This design comes from an exercise in tuning for small area on the open sky130 flow, not from production work. In this exercise RTL edits were held to simulation tests only and were not proved equivalent to the original.

== exp/indigo ==
==> flow/design.v <==
module aes_key_sched_ctrl #(
  parameter int NR = 10
) (
  input  logic         clk,
  input  logic         rst_n,
  input  logic         key_valid,
  output logic         key_ready,
  input  logic [127:0] key_in,
  output logic [31:0]  sw_out,
  input  logic [31:0]  sw_in,
  input  logic         rk_req,
  input  logic [3:0]   rk_idx,
  output logic         rk_valid,
  output logic [127:0] rk_data,
  output logic         rk_err,
  output logic         busy,
  output logic         keys_ready
);
  localparam int NL = 7;    
  logic         busy_q, ready_q;
  logic [3:0]   cnt;        
  logic [31:0]  e [0:NL-1];
  logic [31:0]  o [0:NL-1];
  logic         accept;
  logic [7:0]   rcon;
  logic [31:0]  w0, w1, w2, w3, t, sw_w;
  logic [3:0]   ridx;
  logic [2:0]   ph;
  logic [4:0]   sum;
  logic [2:0]   pa;
  logic         idx_ok, odd;
  logic [NL-1:0] ha, hb, hea, hoa;
  logic [127:0] rd;
  assign busy       = busy_q;
  assign keys_ready = ready_q;
  assign key_ready  = ~busy_q;
  assign accept     = key_valid & ~busy_q;
  assign w0 = key_in[127:96];
  assign w1 = key_in[95:64];
  assign w2 = key_in[63:32];
  assign w3 = key_in[31:0];
  always_comb begin
    rcon = '0;
    if (cnt < 4'd8) rcon[cnt[2:0]] = 1'b1;
    if (cnt == 4'd8) rcon = 8'h1b;
    if (cnt == 4'd9) rcon = 8'h36;
  end
  assign t = sw_in ^ {rcon, 24'h0};
  assign sw_w   = cnt[0] ? e[NL-1] : o[NL-1];
  assign sw_out = {sw_w[23:0], sw_w[31:24]};
  always_comb begin
    ridx   = rk_idx;
    idx_ok = (ridx <= 4'(NR));
    odd    = ridx[0];
    ph     = (cnt <= 4'd6) ? 3'(4'd6 - cnt) : 3'(4'd13 - cnt);
    sum    = {2'b00, ph} + {1'b0, ridx};
    pa     = (sum >= 5'd14) ? 3'(sum - 5'd14) : (sum >= 5'd7) ? 3'(sum - 5'd7) : sum[2:0];
    for (int i = 0; i < NL; i++) begin
      ha[i] = idx_ok && pa == 3'(i);
      hb[i] = idx_ok && pa == 3'((i + 1) % NL);
    end
    hea = odd ? ha : hb;
    hoa = odd ? hb : ha;
  end
  aes_ks_window u_window (
    .e   ({e[6], e[5], e[4], e[3], e[2], e[1], e[0]}),
    .o   ({o[6], o[5], o[4], o[3], o[2], o[1], o[0]}),
    .hea (hea),
    .hoa (hoa),
    .odd (odd),
    .rd  (rd)
  );
  always_ff @(posedge clk) begin
    rk_data <= rd;
    for (int i = 0; i < NL - 1; i++) begin
      e[i] <= e[i + 1];
      o[i] <= o[i + 1];
    end
    e[NL-1] <= (busy_q && !cnt[0]) ? e[3] ^ t : e[0];
    o[NL-1] <= (busy_q &&  cnt[0]) ? o[3] ^ t : o[0];
    if (accept) begin
      e[3]    <= w0 ^ w1 ^ w2 ^ w3;   
      e[5]    <= w2 ^ w3;             
      o[4]    <= w1 ^ w3;             
      o[NL-1] <= w3;                  
      cnt     <= 4'd0;
    end else begin
      cnt <= (cnt == 4'd13) ? 4'd0 : cnt + 4'd1;
    end
  end
  always_ff @(posedge clk or negedge rst_n) begin
    if (!rst_n) begin
      busy_q   <= 1'b0;
      ready_q  <= 1'b0;
      rk_valid <= 1'b0;
      rk_err   <= 1'b0;
    end else begin
      rk_valid <= ready_q & rk_req;
      rk_err   <= ready_q & rk_req & (rk_idx > 4'(NR));
      if (accept) begin
        busy_q  <= 1'b1;
        ready_q <= 1'b0;
      end else if (busy_q && cnt == 4'(NR - 1)) begin
        busy_q  <= 1'b0;
        ready_q <= 1'b1;
      end
    end
  end
endmodule
module aes_ks_window (
  input  logic [223:0] e,
  input  logic [223:0] o,
  input  logic [6:0]   hea,
  input  logic [6:0]   hoa,
  input  logic         odd,
  output logic [127:0] rd
);
  logic [31:0] ea, eb, oa, ob, pe, po;
  always_comb begin
    ea = '0; eb = '0; oa = '0; ob = '0;
    for (int i = 0; i < 7; i++) begin
      ea = ea | ({32{hea[i]}} & e[32 * i +: 32]);
      eb = eb | ({32{hea[i]}} & e[32 * ((i + 5) % 7) +: 32]);
      oa = oa | ({32{hoa[i]}} & o[32 * i +: 32]);
      ob = ob | ({32{hoa[i]}} & o[32 * ((i + 5) % 7) +: 32]);
    end
    pe = ea ^ eb;
    po = oa ^ ob;
    rd = {pe ^ po, odd ? pe : po, ea ^ oa, odd ? ea : oa};
  end
endmodule
==> flow/config.mk <==
export PLATFORM = sky130hd
export DESIGN_NAME = aes_key_sched_ctrl
export DESIGN_NICKNAME = aes_key_sched_ctrl
export VERILOG_FILES = /design/flow/design.v
export SDC_FILE = /design/flow/constraint.sdc
export NUM_CORES = 4
export LEC_CHECK = 0
export CAP_MARGIN = 20
export CORE_MARGIN = 2
export CORE_UTILIZATION = 65
export SLEW_MARGIN = 20
export SYNTH_HIERARCHICAL = 1
==> flow/constraint.sdc <==
create_clock -name core_clock -period 7.5 [get_ports {clk}]
set_input_delay 1.5000 -clock core_clock [delete_from_list [all_inputs] [get_ports {clk}]]
set_output_delay 1.5000 -clock core_clock [all_outputs]
set_load 0.01 [all_outputs]
standard.sh (not shown) runs the stock make flow with config.mk's settings and CLKGATE_MAP_FILE= SYNTH_SCRIPT=/design/flow/synth_recipe.tcl, a recipe that flattens the netlist after the stock synthesis.
==> flow/flow/run.sh <==
#!/bin/bash
# Standard ORFS layout (the standard.sh, standard synthesis unchanged) with
# two changes: port buffers use the smallest buffer, and the clock tree uses
# clkbuf_8 with sink clusters of at most 16 and no dummy loads.
set -euo pipefail
export BUFFER_PORTS_ARGS="-buffer_cell sky130_fd_sc_hd__buf_1"
export CTS_ARGS="-sink_clustering_enable -repair_clock_nets -dont_use_dummy_load -buf_list sky130_fd_sc_hd__clkbuf_8 -sink_clustering_size 16 -sink_clustering_max_diameter 60"
bash standard.sh > standard.log 2>&1
exp/indigo: PASS, flow complete, no timing, DRC or antenna violations
The following lists how exp/delta was set up differently from exp/indigo:
==> flow/flow/run.sh <==
#!/bin/bash
# Standard ORFS layout (the standard.sh, standard synthesis unchanged) with
# three changes:
#  - after floorplan, combinational cells are set to the smallest drive of
#    their family (flow/downsize.tcl); placement's repair_design and the later
#    repair steps resize them again where slew, capacitance or timing need it;
#  - port buffers use the smallest buffer;
#  - the clock tree uses clkbuf_4 with sink clusters of at most 10 and no
#    dummy loads.
set -euo pipefail
export BUFFER_PORTS_ARGS="-buffer_cell sky130_fd_sc_hd__buf_1"
export CTS_ARGS="-sink_clustering_enable -repair_clock_nets -dont_use_dummy_load -buf_list sky130_fd_sc_hd__clkbuf_4 -sink_clustering_size 10 -sink_clustering_max_diameter 50"
bash standard.sh floorplan > standard_floorplan.log 2>&1
DS_ODB=$(pwd)/orfs/results/sky130hd/aes_key_sched_ctrl/base/2_floorplan.odb \
DS_LIB=$FLOW_HOME/platforms/sky130hd/lib/sky130_fd_sc_hd__tt_025C_1v80.lib \
  openroad -no_init -exit flow/downsize.tcl > downsize.log 2>&1
bash standard.sh > standard.log 2>&1
==> flow/flow/downsize.tcl (new file) <==
# Downsize every combinational cell to the smallest-area cell of the same
# family (same name up to the drive-strength suffix). Flip-flops, clock cells
# and tie cells are left alone; repair_design later resizes where slew or
# capacitance calls for it.
set odb $::env(DS_ODB)
read_db $odb
read_liberty $::env(DS_LIB)
set dont_use {}
set best [dict create]
foreach lc [get_lib_cells */*] {
  set n [get_name $lc]
  if {![regexp {^(sky130_fd_sc_hd__[a-z0-9]+)_([0-9]+)$} $n -> fam drv]} continue
  if {[lsearch -exact $dont_use $n] >= 0} continue
  set m [[ord::get_db] findMaster $n]
  if {$m eq "NULL"} continue
  set a [expr {[$m getWidth] * [$m getHeight]}]
  if {![dict exists $best $fam] || $a < [lindex [dict get $best $fam] 1]} {
    dict set best $fam [list $n $a]
  }
}
set count 0
foreach inst [[ord::get_db_block] getInsts] {
  set mn [[$inst getMaster] getName]
  if {![regexp {^(sky130_fd_sc_hd__[a-z0-9]+)_([0-9]+)$} $mn -> fam drv]} continue
  if {[regexp {^sky130_fd_sc_hd__(df|ed|sdf|dl|clk|conb|tap|fill|decap|diode|buf|inv)} $mn]} continue
  if {![dict exists $best $fam]} continue
  set to [lindex [dict get $best $fam] 0]
  if {$to ne $mn} {
    replace_cell [$inst getName] $to
    incr count
  }
}
puts "downsize: replaced $count cells"
write_db $odb
-- flow/config.mk --
<<< exp/indigo, line 10
export CORE_UTILIZATION = 65
>>> exp/delta, line 10
export CORE_UTILIZATION = 40
[summary]
Global-route wire length before repair: exp/indigo and exp/delta compared, lower one is exp/indigo. Post-layout minimum cycle time delta (exp/delta − exp/indigo): unfavourable. exp/delta leaves less setup margin than exp/indigo. [exp/delta] critical path depth rose about 5% relative to exp/indigo. exp/delta finished end to end and its layout was clean on timing, DRC and antenna. The lower part of the cycle the worst path needs of exp/indigo and exp/delta is in exp/indigo. Lower share of final-layout standard cells stronger than drive strength 1 goes to exp/delta over exp/indigo. On wire length, exp/indigo beats exp/delta.
Modified inputs, exp/amber compared to exp/delta
-- flow/flow/run.sh --
<<< exp/delta, line 8
#  - the clock tree uses clkbuf_4 with sink clusters of at most 10 and no
>>> exp/amber, line 8
#  - the clock tree uses clkbuf_8 with sink clusters of at most 16 and no
<<< exp/delta, line 12
export CTS_ARGS="-sink_clustering_enable -repair_clock_nets -dont_use_dummy_load -buf_list sky130_fd_sc_hd__clkbuf_4 -sink_clustering_size 10 -sink_clustering_max_diameter 50"
>>> exp/amber, line 12
export CTS_ARGS="-sink_clustering_enable -repair_clock_nets -dont_use_dummy_load -buf_list sky130_fd_sc_hd__clkbuf_8 -sink_clustering_size 16 -sink_clustering_max_diameter 60"
-- flow/config.mk --
<<< exp/delta, line 10
export CORE_UTILIZATION = 40
>>> exp/amber, line 10
export CORE_UTILIZATION = 65
## What came out
Every run (exp/delta and exp/amber) finished clean. Relative to exp/delta, cell count decreased by about 10% in exp/amber. What exp/amber reported for routed wire length has to be multiplied by 1.08 to get the figure for exp/delta. Compared with exp/delta, exp/amber shows a H-tree depth that is 1 lower. Non-clock buffer count in exp/amber is 0.82% above exp/delta. When exp/amber is set beside exp/delta, its non-clock buffer area fraction after layout turns out to be 0.17 points larger. On overall die area, exp/amber does better than exp/delta. Taking exp/delta as 1.0, exp/amber lands at 0.57 on count of clock-buffer cells in the layout.
### exp/amber -> exp/violet
==> flow/flow/run.sh <==
#!/bin/bash
# Standard ORFS layout (the standard.sh, standard synthesis unchanged) with
# two changes: port buffers use the smallest buffer, and the clock tree uses
# clkbuf_8 with sink clusters of at most 16 and no dummy loads.
set -euo pipefail
export BUFFER_PORTS_ARGS="-buffer_cell sky130_fd_sc_hd__buf_1"
export CTS_ARGS="-sink_clustering_enable -repair_clock_nets -dont_use_dummy_load -buf_list sky130_fd_sc_hd__clkbuf_8 -sink_clustering_size 16 -sink_clustering_max_diameter 60"
bash standard.sh > standard.log 2>&1
-- flow/config.mk --
<<< exp/amber, line 10
export CORE_UTILIZATION = 65
>>> exp/violet, line 10
export CORE_UTILIZATION = 40
removed: flow/flow/downsize.tcl
Results
- Both conditions hold for exp/violet: the flow ran to the end and the final layout passed the timing, design-rule and antenna checks.
- exp/amber: all stages complete, timing, DRC and antenna checks passed
- exp/violet against exp/amber: die area moved up; hold slack moved up; number of tap cells inserted moved up; final routed DRC violation total level.
- | sequential share of cell area | exp/violet vs exp/amber | 1.7 points lower |
- Between exp/violet and exp/amber, it is exp/violet whose routability-driven placement congestion ratio is higher, by 0.0060.
- Per the comparison of exp/violet with exp/amber, post-route standard cell area excluding fillers now larger, fraction of area in non-clock buffers now smaller.
What exp/zinc does differently from exp/violet at the input level:
-- flow/flow/run.sh --
<<< exp/violet, line 3
# two changes: port buffers use the smallest buffer, and the clock tree uses
# clkbuf_8 with sink clusters of at most 16 and no dummy loads.
>>> exp/zinc, line 3
# three changes:
#  - after floorplan, combinational cells are set to the smallest drive of
#    their family (flow/downsize.tcl); placement's repair_design and the later
#    repair steps resize them again where slew, capacitance or timing need it;
#  - port buffers use the smallest buffer;
#  - the clock tree uses clkbuf_8 with sink clusters of at most 16 and no
#    dummy loads.
<<< exp/violet, line 8
>>> exp/zinc, line 13
bash standard.sh floorplan > standard_floorplan.log 2>&1
DS_ODB=$(pwd)/orfs/results/sky130hd/aes_key_sched_ctrl/base/2_floorplan.odb \
DS_LIB=$FLOW_HOME/platforms/sky130hd/lib/sky130_fd_sc_hd__tt_025C_1v80.lib \
  openroad -no_init -exit flow/downsize.tcl > downsize.log 2>&1
==> flow/flow/downsize.tcl (new file) <==
# Downsize every combinational cell to the smallest-area cell of the same
# family (same name up to the drive-strength suffix). Flip-flops, clock cells
# and tie cells are left alone; repair_design later resizes where slew or
# capacitance calls for it.
set odb $::env(DS_ODB)
read_db $odb
read_liberty $::env(DS_LIB)
set dont_use {}
set best [dict create]
foreach lc [get_lib_cells */*] {
  set n [get_name $lc]
  if {![regexp {^(sky130_fd_sc_hd__[a-z0-9]+)_([0-9]+)$} $n -> fam drv]} continue
  if {[lsearch -exact $dont_use $n] >= 0} continue
  set m [[ord::get_db] findMaster $n]
  if {$m eq "NULL"} continue
  set a [expr {[$m getWidth] * [$m getHeight]}]
  if {![dict exists $best $fam] || $a < [lindex [dict get $best $fam] 1]} {
    dict set best $fam [list $n $a]
  }
}
set count 0
foreach inst [[ord::get_db_block] getInsts] {
  set mn [[$inst getMaster] getName]
  if {![regexp {^(sky130_fd_sc_hd__[a-z0-9]+)_([0-9]+)$} $mn -> fam drv]} continue
  if {[regexp {^sky130_fd_sc_hd__(df|ed|sdf|dl|clk|conb|tap|fill|decap|diode|buf|inv)} $mn]} continue
  if {![dict exists $best $fam]} continue
  set to [lindex [dict get $best $fam] 0]
  if {$to ne $mn} {
    replace_cell [$inst getName] $to
    incr count
  }
}
puts "downsize: replaced $count cells"
write_db $odb
Notes after the runs:
Sort exp/zinc and exp/violet by fraction of area in multi-input gates desc -> top: exp/violet. Between exp/zinc and exp/violet, global router's overall resource usage is lower for exp/zinc, exp/violet comes in above that. [compare] base=exp/violet new=exp/zinc: fmax -about 2.6%, register area level, number of cells traversed by the worst register-to-register path +1, via count of the first global-routing pass picked up an extra 146. The higher worst-margin pin slew of exp/zinc and exp/violet is in exp/violet. exp/zinc against exp/violet; summed area of non-filler cells in the final layout is down by a few percent.

## port drivers added, routing unchanged
The flow's constraints put no driver on any port. The routed layouts listed below were extracted and timed again, unchanged, in two steps. Step 1, drivers: a clkbuf_16 drives clk and a buf_2 each remaining input, both assumed. Step 2 moves the port delays by t, midway between the first and last clock arrival at a register: inputs arrive t later, outputs are due t later. That takes back most of the time a late clock gives input paths. Three values: ideal, step 1, step 2; two values: the first two.
run	shift t [ns]	slack for setup (ns)	latest minus earliest clock arrival (ns)	worst data-port slew with drivers (ns)	pins driven straight from the clock port
exp/indigo	0.673	0.710 / 0.710 / 0.710	0.060 / 0.060	0.08	1
exp/delta	0.820	0.651 / 0.651 / 0.622	0.145 / 0.144	0.08	1
exp/amber	0.651	0.846 / 0.846 / 0.576	0.075 / 0.075	0.10	1
exp/violet	0.692	0.805 / 0.805 / 0.747	0.079 / 0.079	0.09	1
exp/zinc	0.672	0.629 / 0.629 / 0.622	0.092 / 0.093	0.07	1
After both steps every run listed still meets setup and hold. The setup slack of exp/amber, which loses most, moves by 0.000 ns with the drivers and by -0.270 ns with both steps.
